This is an optimization exercise on Yosys and OpenROAD, whose aim is small area, a short achievable clock period and few clock cycles per item, not a production implementation. In this exercise RTL edits were held to simulation tests only and were not proved equivalent to the original. Power is estimated from default activity; no workload was simulated.

[run.sh]
#!/bin/bash
# synth_recipe.tcl (not shown) runs the flow's synth.tcl, then flattens the netlist and writes it again
# the make line also repeats each setting of config.mk as NAME=value (left out here)
make -C /OpenROAD-flow-scripts/flow DESIGN_CONFIG=/design/flow/config.mk WORK_HOME=/design/flow/orfs CLKGATE_MAP_FILE= SYNTH_SCRIPT=/design/flow/synth_recipe.tcl finish
[config.mk]
export PLATFORM = sky130hd
export DESIGN_NAME = datapath
export DESIGN_NICKNAME = datapath
export VERILOG_FILES = /design/flow/design.v
export SDC_FILE = /design/flow/constraint.sdc
export NUM_CORES = 4
export LEC_CHECK = 0
export CAP_MARGIN = 20
export CORE_MARGIN = 2
export CORE_UTILIZATION = 40
export SETUP_SLACK_MARGIN = 0.2
export SLEW_MARGIN = 20
[constraint.sdc]
create_clock -name core_clock -period 8.5 [get_ports {clk}]
set_input_delay 1.7000 -clock core_clock [delete_from_list [all_inputs] [get_ports {clk}]]
set_output_delay 1.7000 -clock core_clock [all_outputs]
set_load 0.01 [all_outputs]
[design.v]
`timescale 1ns/1ps
`default_nettype none
package isa_pkg;
    typedef logic [4:0] reg_idx_t;
    typedef struct packed {
        logic [5:0] opcode;
        reg_idx_t   rs;
        reg_idx_t   rt;
        reg_idx_t   rd;
        logic [4:0] shamt;
        logic [5:0] funct;
    } rtype_t;
    typedef struct packed {
        logic [5:0]  opcode;
        reg_idx_t    rs;
        reg_idx_t    rt;
        logic [15:0] imm;
    } itype_t;
    typedef struct packed {
        logic [5:0]  opcode;
        logic [25:0] target;
    } jtype_t;
    typedef enum logic [5:0] {
        OP_RTYPE = 6'h00,
        OP_J     = 6'h02,
        OP_BEQ   = 6'h04,
        OP_BNE   = 6'h05,
        OP_ADDIU = 6'h09,
        OP_LUI   = 6'h0f,
        OP_LW    = 6'h23,
        OP_SW    = 6'h2b
    } opcode_e;
    typedef enum logic [5:0] {
        FN_ADDU = 6'h21,
        FN_SUBU = 6'h23,
        FN_AND  = 6'h24,
        FN_OR   = 6'h25,
        FN_SLT  = 6'h2a
    } funct_e;
    typedef enum logic [2:0] {
        ALU_ADD,
        ALU_SUB,
        ALU_AND,
        ALU_OR,
        ALU_SLT,
        ALU_LUI
    } alu_op_e;
    typedef struct packed {
        logic    regwrite;
        logic    memread;
        logic    memwrite;
        logic    alusrc_imm;
        logic    regdst_rd;
        alu_op_e alu_op;
        logic    is_branch;
        logic    branch_ne;
        logic    is_jump;
    } ctrl_word;
endpackage
`default_nettype wire
`timescale 1ns/1ps
`default_nettype none
package pipe_pkg;
    typedef logic [32-1:0] word_t;
    typedef logic [4:0] reg_idx_t;
    typedef struct packed {
        logic       regwrite;
        logic       memread;
        logic       memwrite;
        logic       alusrc_imm;
        logic       regdst_rd;
        logic [2:0] alu_op;
        logic       is_branch;
        logic       branch_ne;
        logic       is_jump;
    } ctrl_word;
    typedef struct packed {
        logic f;
        logic d;
        logic e;
        logic m;
        logic w;
    } stage_vec;
    typedef enum logic [1:0] {
        FWD_NONE = 2'b00,
        FWD_MEM  = 2'b01,
        FWD_WB   = 2'b10
    } fwd_sel_e;
    typedef struct packed {
        word_t instr;
        word_t pc;
    } ftod_t;
    typedef struct packed {
        word_t             pc;
        reg_idx_t rs;
        reg_idx_t rt;
        word_t             rs_data;
        word_t             rt_data;
        word_t             imm;
        reg_idx_t dst;
        ctrl_word ctrl;
    } dtoe_t;
    typedef struct packed {
        word_t             pc;
        word_t             alu_result;
        word_t             store_data;
        reg_idx_t dst;
        ctrl_word ctrl;
    } etom_t;
    typedef struct packed {
        word_t             pc;
        word_t             alu_result;
        word_t             load_data;
        reg_idx_t dst;
        ctrl_word ctrl;
    } mtow_t;
    typedef struct packed {
        reg_idx_t rs;
        reg_idx_t rt;
        logic              is_branch;
    } dtoh_t;
    typedef struct packed {
        reg_idx_t rs;
        reg_idx_t rt;
        reg_idx_t dst;
        logic              regwrite;
        logic              memread;
    } etoh_t;
    typedef struct packed {
        reg_idx_t dst;
        logic              regwrite;
        logic              memread;
    } mtoh_t;
    typedef struct packed {
        reg_idx_t dst;
        logic              regwrite;
    } wtoh_t;
    typedef struct packed {
        fwd_sel_e fwd_a;
        fwd_sel_e fwd_b;
    } htod_t;
    typedef struct packed {
        fwd_sel_e fwd_a;
        fwd_sel_e fwd_b;
    } htoe_t;
    function automatic word_t fwd_pick(
        input fwd_sel_e sel,
        input word_t    reg_val,
        input word_t    m_val,
        input word_t    w_val
    );
        case (sel)
            2'b01:   fwd_pick = m_val;
            2'b10:   fwd_pick = w_val;
            default: fwd_pick = reg_val;
        endcase
    endfunction
endpackage
`default_nettype wire
`timescale 1ns/1ps
`default_nettype none
module regfile (
    input  logic               clk,
    input  logic               rst_n,
    input  logic               wen,
    input  logic [4:0]         waddr,
    input  logic [32-1:0] wdata,
    input  logic [4:0]         raddr_a,
    input  logic [4:0]         raddr_b,
    output logic [32-1:0] rdata_a,
    output logic [32-1:0] rdata_b
);
    logic [32-1:0] regs [32];
    logic               wr_live;
    assign wr_live = wen && (waddr != '0);
    always_ff @(posedge clk) begin
        if (!rst_n) begin
            for (int i = 0; i < 32; i++) begin
                regs[i] <= '0;
            end
        end else if (wr_live) begin
            regs[waddr] <= wdata;
        end
    end
    assign rdata_a = (raddr_a == '0) ? '0 :
                     (wr_live && raddr_a == waddr) ? wdata : regs[raddr_a];
    assign rdata_b = (raddr_b == '0) ? '0 :
                     (wr_live && raddr_b == waddr) ? wdata : regs[raddr_b];
endmodule
`default_nettype wire
`timescale 1ns/1ps
`default_nettype none
module decode (
    input  pipe_pkg::ftod_t   ftod,
    input  pipe_pkg::word_t   rs_data,
    input  pipe_pkg::word_t   rt_data,
    input  pipe_pkg::word_t   m_result,
    input  pipe_pkg::word_t   w_result,
    input  pipe_pkg::htod_t   htod,
    output isa_pkg::reg_idx_t rs_addr,
    output isa_pkg::reg_idx_t rt_addr,
    output pipe_pkg::dtoe_t   dtoe,
    output pipe_pkg::dtoh_t   dtoh,
    output pipe_pkg::word_t   next_pc
);
    isa_pkg::rtype_t   r_view;
    isa_pkg::itype_t   i_view;
    isa_pkg::jtype_t   j_view;
    isa_pkg::ctrl_word ctrl;
    isa_pkg::reg_idx_t dst;
    pipe_pkg::word_t   imm_sext;
    pipe_pkg::word_t   rs_fwd;
    pipe_pkg::word_t   rt_fwd;
    pipe_pkg::word_t   slot_pc;
    logic              taken;
    assign r_view = ftod.instr;
    assign i_view = ftod.instr;
    assign j_view = ftod.instr;
    assign rs_addr  = r_view.rs;
    assign rt_addr  = r_view.rt;
    assign imm_sext = {{16{i_view.imm[15]}}, i_view.imm};
    always_comb begin
        ctrl = '0;
        ctrl.alu_op = isa_pkg::ALU_ADD;
        case (r_view.opcode)
            isa_pkg::OP_RTYPE: begin
                ctrl.regdst_rd = 1'b1;
                ctrl.regwrite  = 1'b1;
                case (r_view.funct)
                    isa_pkg::FN_ADDU: ctrl.alu_op = isa_pkg::ALU_ADD;
                    isa_pkg::FN_SUBU: ctrl.alu_op = isa_pkg::ALU_SUB;
                    isa_pkg::FN_AND:  ctrl.alu_op = isa_pkg::ALU_AND;
                    isa_pkg::FN_OR:   ctrl.alu_op = isa_pkg::ALU_OR;
                    isa_pkg::FN_SLT:  ctrl.alu_op = isa_pkg::ALU_SLT;
                    default:          ctrl.regwrite = 1'b0;
                endcase
            end
            isa_pkg::OP_ADDIU: begin
                ctrl.regwrite   = 1'b1;
                ctrl.alusrc_imm = 1'b1;
            end
            isa_pkg::OP_LUI: begin
                ctrl.regwrite   = 1'b1;
                ctrl.alusrc_imm = 1'b1;
                ctrl.alu_op     = isa_pkg::ALU_LUI;
            end
            isa_pkg::OP_LW: begin
                ctrl.regwrite   = 1'b1;
                ctrl.memread    = 1'b1;
                ctrl.alusrc_imm = 1'b1;
            end
            isa_pkg::OP_SW: begin
                ctrl.memwrite   = 1'b1;
                ctrl.alusrc_imm = 1'b1;
            end
            isa_pkg::OP_BEQ: ctrl.is_branch = 1'b1;
            isa_pkg::OP_BNE: begin
                ctrl.is_branch = 1'b1;
                ctrl.branch_ne = 1'b1;
            end
            isa_pkg::OP_J:   ctrl.is_jump = 1'b1;
            default:         ctrl = '0;
        endcase
        dst = ctrl.regdst_rd ? r_view.rd : r_view.rt;
        if (dst == '0) begin
            ctrl.regwrite = 1'b0;
        end
    end
    assign rs_fwd = pipe_pkg::fwd_pick(htod.fwd_a, rs_data, m_result, w_result);
    assign rt_fwd = pipe_pkg::fwd_pick(htod.fwd_b, rt_data, m_result, w_result);
    assign taken   = ctrl.is_branch && ((rs_fwd == rt_fwd) ^ ctrl.branch_ne);
    assign slot_pc = ftod.pc + 32'd4;
    always_comb begin
        if (ctrl.is_jump) begin
            next_pc = {slot_pc[31:28], j_view.target, 2'b00};
        end else if (taken) begin
            next_pc = slot_pc + {imm_sext[29:0], 2'b00};
        end else begin
            next_pc = slot_pc + 32'd4;
        end
    end
    always_comb begin
        dtoe.pc = ftod.pc;
        dtoe.rs = r_view.rs;
        dtoe.rt = r_view.rt;
        dtoe.rs_data = rs_fwd;
        dtoe.rt_data = rt_fwd;
        dtoe.imm = imm_sext;
        dtoe.dst = dst;
        dtoe.ctrl = ctrl;
    end
    always_comb begin
        dtoh.rs = r_view.rs;
        dtoh.rt = r_view.rt;
        dtoh.is_branch = ctrl.is_branch;
    end
endmodule
`default_nettype wire
`timescale 1ns/1ps
`default_nettype none
module hazard (
    input  pipe_pkg::dtoh_t    dtoh,
    input  pipe_pkg::etoh_t    etoh,
    input  pipe_pkg::mtoh_t    mtoh,
    input  pipe_pkg::wtoh_t    wtoh,
    output pipe_pkg::htod_t    htod,
    output pipe_pkg::htoe_t    htoe,
    output pipe_pkg::stage_vec stall,
    output pipe_pkg::stage_vec flush
);
    logic ex_dep;
    logic mem_dep;
    logic load_use;
    logic branch_dep;
    logic hold;
    function automatic logic hits(
        input isa_pkg::reg_idx_t src,
        input isa_pkg::reg_idx_t dst,
        input logic              wr
    );
        hits = wr && (src != '0) && (src == dst);
    endfunction
    function automatic pipe_pkg::fwd_sel_e pick(
        input isa_pkg::reg_idx_t src,
        input logic              mem_usable,
        input pipe_pkg::mtoh_t   m,
        input pipe_pkg::wtoh_t   w
    );
        if (mem_usable && hits(src, m.dst, m.regwrite)) begin
            pick = pipe_pkg::FWD_MEM;
        end else if (hits(src, w.dst, w.regwrite)) begin
            pick = pipe_pkg::FWD_WB;
        end else begin
            pick = pipe_pkg::FWD_NONE;
        end
    endfunction
    always_comb begin
        htod.fwd_a = pick(dtoh.rs, !mtoh.memread, mtoh, wtoh);
        htod.fwd_b = pick(dtoh.rt, !mtoh.memread, mtoh, wtoh);
        htoe.fwd_a = pick(etoh.rs, 1'b1, mtoh, wtoh);
        htoe.fwd_b = pick(etoh.rt, 1'b1, mtoh, wtoh);
    end
    assign ex_dep  = hits(dtoh.rs, etoh.dst, etoh.regwrite) ||
                     hits(dtoh.rt, etoh.dst, etoh.regwrite);
    assign mem_dep = hits(dtoh.rs, mtoh.dst, mtoh.regwrite) ||
                     hits(dtoh.rt, mtoh.dst, mtoh.regwrite);
    assign load_use   = etoh.memread && ex_dep;
    assign branch_dep = dtoh.is_branch && (ex_dep || (mtoh.memread && mem_dep));
    assign hold       = load_use || branch_dep;
    always_comb begin
        stall   = '0;
        flush   = '0;
        stall.f = hold;
        stall.d = hold;
        flush.e = hold;
    end
endmodule
`default_nettype wire
`timescale 1ns/1ps
`default_nettype none
module ex_stage (
    input  pipe_pkg::dtoe_t dtoe,
    input  pipe_pkg::htoe_t htoe,
    input  pipe_pkg::word_t m_result,
    input  pipe_pkg::word_t w_result,
    output pipe_pkg::etom_t etom,
    output pipe_pkg::etoh_t etoh
);
    pipe_pkg::word_t src_a;
    pipe_pkg::word_t fwd_b;
    pipe_pkg::word_t src_b;
    pipe_pkg::word_t result;
    assign src_a = pipe_pkg::fwd_pick(htoe.fwd_a, dtoe.rs_data, m_result, w_result);
    assign fwd_b = pipe_pkg::fwd_pick(htoe.fwd_b, dtoe.rt_data, m_result, w_result);
    assign src_b = dtoe.ctrl.alusrc_imm ? dtoe.imm : fwd_b;
    always_comb begin
        case (dtoe.ctrl.alu_op)
            isa_pkg::ALU_ADD: result = src_a + src_b;
            isa_pkg::ALU_SUB: result = src_a - src_b;
            isa_pkg::ALU_AND: result = src_a & src_b;
            isa_pkg::ALU_OR:  result = src_a | src_b;
            isa_pkg::ALU_SLT: result = {31'd0, $signed(src_a) < $signed(src_b)};
            isa_pkg::ALU_LUI: result = {src_b[15:0], 16'h0000};
            default:          result = '0;
        endcase
    end
    always_comb begin
        etom.pc = dtoe.pc;
        etom.alu_result = result;
        etom.store_data = fwd_b;
        etom.dst = dtoe.dst;
        etom.ctrl = dtoe.ctrl;
    end
    always_comb begin
        etoh.rs = dtoe.rs;
        etoh.rt = dtoe.rt;
        etoh.dst = dtoe.dst;
        etoh.regwrite = dtoe.ctrl.regwrite;
        etoh.memread = dtoe.ctrl.memread;
    end
endmodule
`default_nettype wire
`timescale 1ns/1ps
`default_nettype none
module datapath (
    input  logic               clk,
    input  logic               rst_n,
    input  logic [32-1:0] instr,
    input  logic [32-1:0] data_rdata,
    output logic [32-1:0] pc,
    output logic               data_req,
    output logic               data_wr,
    output logic [32-1:0] data_addr,
    output logic [32-1:0] data_wdata,
    output logic [32-1:0] debug_wb_pc,
    output logic               debug_rf_wen,
    output logic [4:0]         debug_rf_wnum,
    output logic [32-1:0] debug_rf_wdata
);
    pipe_pkg::ftod_t    ftod_f;
    pipe_pkg::ftod_t    ftod_d;
    pipe_pkg::dtoe_t    dtoe_d;
    pipe_pkg::dtoe_t    dtoe_e;
    pipe_pkg::etom_t    etom_e;
    pipe_pkg::etom_t    etom_m;
    pipe_pkg::mtow_t    mtow_m;
    pipe_pkg::mtow_t    mtow_w;
    pipe_pkg::dtoh_t    dtoh_d;
    pipe_pkg::etoh_t    etoh_e;
    pipe_pkg::mtoh_t    mtoh_m;
    pipe_pkg::wtoh_t    wtoh_w;
    pipe_pkg::htod_t    htod_d;
    pipe_pkg::htoe_t    htoe_e;
    pipe_pkg::stage_vec stall;
    pipe_pkg::stage_vec flush;
    isa_pkg::reg_idx_t  rs_addr;
    isa_pkg::reg_idx_t  rt_addr;
    logic [32-1:0] rs_data;
    logic [32-1:0] rt_data;
    logic [32-1:0] next_pc;
    logic [32-1:0] pc_next;
    logic [32-1:0] m_result;
    logic [32-1:0] w_result;
    always_comb begin
        ftod_f.instr = instr;
        ftod_f.pc = pc;
    end
    assign pc_next = (dtoe_d.ctrl.is_branch || dtoe_d.ctrl.is_jump) ? next_pc
                                                                   : pc + 32'd4;
    always_ff @(posedge clk) begin
        if (!rst_n) begin
            pc <= 32'h0000_0000;
        end else if (!stall.f) begin
            pc <= pc_next;
        end
    end
    regfile u_regfile (
        .clk     (clk),
        .rst_n   (rst_n),
        .wen     (mtow_w.ctrl.regwrite),
        .waddr   (mtow_w.dst),
        .wdata   (w_result),
        .raddr_a (rs_addr),
        .raddr_b (rt_addr),
        .rdata_a (rs_data),
        .rdata_b (rt_data)
    );
    decode u_decode (
        .ftod     (ftod_d),
        .rs_data  (rs_data),
        .rt_data  (rt_data),
        .m_result (m_result),
        .w_result (w_result),
        .htod     (htod_d),
        .rs_addr  (rs_addr),
        .rt_addr  (rt_addr),
        .dtoe     (dtoe_d),
        .dtoh     (dtoh_d),
        .next_pc  (next_pc)
    );
    ex_stage u_ex_stage (
        .dtoe     (dtoe_e),
        .htoe     (htoe_e),
        .m_result (m_result),
        .w_result (w_result),
        .etom     (etom_e),
        .etoh     (etoh_e)
    );
    hazard u_hazard (
        .dtoh  (dtoh_d),
        .etoh  (etoh_e),
        .mtoh  (mtoh_m),
        .wtoh  (wtoh_w),
        .htod  (htod_d),
        .htoe  (htoe_e),
        .stall (stall),
        .flush (flush)
    );
    assign m_result   = etom_m.alu_result;
    assign data_req   = etom_m.ctrl.memread || etom_m.ctrl.memwrite;
    assign data_wr    = etom_m.ctrl.memwrite;
    assign data_addr  = etom_m.alu_result;
    assign data_wdata = etom_m.store_data;
    always_comb begin
        mtow_m.pc = etom_m.pc;
        mtow_m.alu_result = etom_m.alu_result;
        mtow_m.load_data = data_rdata;
        mtow_m.dst = etom_m.dst;
        mtow_m.ctrl = etom_m.ctrl;
    end
    always_comb begin
        mtoh_m.dst = etom_m.dst;
        mtoh_m.regwrite = etom_m.ctrl.regwrite;
        mtoh_m.memread = etom_m.ctrl.memread;
    end
    assign w_result = mtow_w.ctrl.memread ? mtow_w.load_data : mtow_w.alu_result;
    always_comb begin
        wtoh_w.dst = mtow_w.dst;
        wtoh_w.regwrite = mtow_w.ctrl.regwrite;
    end
    assign debug_wb_pc    = mtow_w.pc;
    assign debug_rf_wen   = mtow_w.ctrl.regwrite;
    assign debug_rf_wnum  = mtow_w.dst;
    assign debug_rf_wdata = w_result;
    always_ff @(posedge clk) begin
        if (!rst_n || flush.d) begin
            ftod_d <= '0;
        end else if (!stall.d) begin
            ftod_d <= ftod_f;
        end
        if (!rst_n || flush.e) begin
            dtoe_e <= '0;
        end else if (!stall.e) begin
            dtoe_e <= dtoe_d;
        end
        if (!rst_n || flush.m) begin
            etom_m <= '0;
        end else if (!stall.m) begin
            etom_m <= etom_e;
        end
        if (!rst_n || flush.w) begin
            mtow_w <= '0;
        end else if (!stall.w) begin
            mtow_w <= mtow_m;
        end
    end
endmodule
`default_nettype wire
==> summary.txt <==
what timing repair did:
item | in CTS | in global routing
hold buffers | 0 | 0
resized for setup | 1 | 12
buffers inserted | 0 | 6
endpoints found under the setup margin | 3 | 10
area by class of cell:
cell class                      instances  area share
Clock inverter                         81     0.00887
Tap cell                             2526      0.0357
Clock buffer                          220      0.0503
Inverter                              157     0.00669
Timing Repair Buffer                  529      0.0564
Sequential cell                      1471       0.449
Multi-Input combinational cell       4436       0.393
Antenna cell                           12    0.000339
synthesized netlist by cell type, types with 127 or more instances:
cell type / instances / share of area
dfxtp_1: 447 / 0.12
ha_1: 127 / 0.021
and2_1: 200 / 0.016
a22oi_1: 138 / 0.013
a21oi_1: 244 / 0.016
edfxtp_1: 1024 / 0.40
mux4_2: 515 / 0.15
nand2_1: 516 / 0.025
nor2_1: 1208 / 0.059
clkbuf_1: 456 / 0.022
o21ai_0: 231 / 0.015
inv_1: 153 / 0.0074
power by group:
group	internal (W)	switching, W	total (W)
logic	0.000938	0.00163	0.00257
registers	0.00793	0.000260	0.00818
clock network	0.00397	0.00311	0.00708
total	0.0128	0.00500	0.0178
flip-flops by register name (all words and copies together), names as in the netlist, named ones only:
register	flops
dtoe_e	134
etom_m	104
ftod_d	64
mtow_w	103
pc	32
u_regfile.regs	1024
routing by layer:
metal | vias up | track usage | wire (um)
met4 | 18 | 0.191 | 24100
met2 | 4743 | 0.472 | 138000
met5 | - | 0 | 115
met1 | 30000 | 0.390 | 111000
met3 | 1194 | 0.0955 | 41300
li1 | 24600 | - | -
final timing paths:
check        slack [ns]  cells after the start          to
max                0.46                     29      pc[22]
min                0.43                      1  etom_m[81]
max reg2reg        0.46                     29      pc[22]
min reg2reg        0.43                      1  etom_m[81]
cells by family (layout without fill, tap and decap cells):
group,count (synthesis),in the layout,synth area share
compound gates,1044,1044,0.0879
xor+xnor,186,186,0.0211
fa+ha+maj,130,130,0.0213
buf+inv,852,987,0.0510
flops,1471,1471,0.513
mux,649,649,0.169
other cells,1,44,0.0000485
simple gates,2395,2395,0.137
metrics by stage:
stage,cell area (um2),hold slack (ns),util,std cells,setup WS [ns]
floorplan,77500,0.412,-,6759,1.73
global placement,83100,0.414,0.432,9112,0.0882
detailed placement,83100,0.420,0.432,9112,0.210
CTS,88300,0.431,0.459,9413,0.342
global route,88400,0.438,0.460,9421,0.210
finish,88500,0.430,0.460,9432,0.462
==> summary.md <==
| Metric | Value |
|---|---|
| Fmax | `0.124 GHz` |
| FF+latch count, synth | `1,471` |
| Worst vdd ir | `approximately 0.24 mV` |
| Post-DP HPWL | `about 200,000 um` |
| Final Setup Violations | `0` |
| Crit-path slowest cell | `a21oi_1` |
| Clock root cell | `clkbuf_16` |
| FP Rows | `161` |
| Fin nets | `6,954` |
| Syn Area/Cell | `11.5 um2` |
| CP endpoint kind | `flop` |
| Clock-pin transition on the worst setup and hold timing paths | `0.06 ns` |
| CTS Buffer Depth | `3` |
| Die Area | `slightly below 200,000 um2` |
| Max Transition Viols Final | `0` |
| Share of the yosys chip area belonging to registers | `0.513` |
| Final WL | `around 310,000 um` |
| P_leak | `30.7 nW` |
| Final Hold Vio Count | `0` |
| Period utilization | `0.946` |
| Initial antenna violation count | `17` |
| Max cap viols | `0` |
| Via Count | `60,600` |
| Top_reg_cell synth | `edfxtp_1` |
| Ys async rst share | `0` |
| FF+latch area | `39,700 um2` |
| Worst slew margin | `0.200` |
| Avg WL per Cell | `between 30 and 40 um` |
| Largest net degree at the start of global routing | `147` |
| Die height | `444 um` |
| I/O pin total | `234` |
| Post-DRT Antenna Nets | `0` |
| H-tree levels | `4` |
| Delay-heaviest family, CP | `compound AO/OA/AOI/OAI gates` |
| # clock sinks | `about 1,500` |
| Library cells used by synthesis | `approximately 90` |
| Final min period | `8.04 ns` |
| Power Dens Cells | `202 nW/um2` |
| Status | `no timing/DRC/antenna violations` |
| FILL cells | `17,200` |
| DIE WIDTH | `444 um` |
| Core Box Area | `about 190,000 um2` |
| Grt ovf | `0` |
| Initial DRC Count | `9,153` |
| First-pass GRT wire length | `436,000 um` |
| Starting density of the core | `0.402` |
| Mapped cell area | `77,400 um2` |
| Worst Setup Path Type | `reg2reg` |
| Layout Skew | `between 0.04 and 0.05 ns` |
| Clock latency on the worst-skew pair | `~0.86 ns` |
| Multi-input logic area | `34,700 um2` |
| TritonCTS clock tree | `yes` |
| Overall Global Routing Usage | `0.312` |
| Commonest non-fill, non-tap cell in the layout | `nor2_1` |
| Share of layout cells above drive strength 1 | `0.176` |
| TritonCTS buffer count | `~160` |
| Final Power | `approximately 0.018 W` |
| DR vias/cell | `~6.4` |
| CP max FO | `15` |
| Critical path buffer and inverter count | `2` |
| Commonest non-fill, non-tap cells in the layout | `nor2_1 (1,204), edfxtp_1 (1,024), mux4_2 (515)` |
| Crit-path most repeated cell | `a21oi_1` |
| Worst Path Arrival | `8.72 ns` |
| Hold Startpoint | `dtoe_e[123]` |
| Cells after synthesis | `6,728` |
| DRC viols | `0` |
| Largest stage delay, worst path | `0.65 ns` |
| Synth-to-Final Area Change | `14.3%` |
| Worst Tran Pin Value | `about 1.2 ns` |
| DR pass1 iterations | `10` |
| Post-synth EDFFs | `around 1,000` |
| RSZ-0062 raised after global routing | `no` |
| WP data required | `roughly 9.2 ns` |
| Warnings, synthesis | `5` |
| Fin Setup TNS | `0 ns` |
| Startpoint Class | `flop` |
| Buffers on Ports | `233` |
| Hold WC Path Type | `reg2reg` |
| Vias in the first global route | `about 57,000` |
| Global placer's final weighted congestion | `0.983` |
Testbench counts, summed over its fixed seeds: cycles 15,990, instrs 14,185.

==> static timing again, ports no longer ideal <==
The results above use ideal ports. As a check the final layout listed here was re-extracted and re-timed, cells and wires unchanged. Step 1 sets driving cells, clkbuf_16 on the clock port and buf_2 on the other inputs (assumed; they add their load-dependent delay and slew). Step 2, shift: input delay + t, output delay - t, t = (earliest + latest rising clock arrival at the registers) / 2. This alone moves slack from input paths to output paths. a / b / c = no drivers / after step 1 / after step 2; a / b = the first two.
t, ns: 0.925
slack for setup (ns): 0.462 / 0.462 / 0.462
worst register clock-pin slew, ns: 0.07 / 0.07
worst data-port slew with drivers (ns): 0.08
pins driven straight from the clock port: 1
After both steps this run still meets setup and hold. For this run, drivers alone change the setup slack by 0.000 ns; drivers and shift together by 0.000 ns.
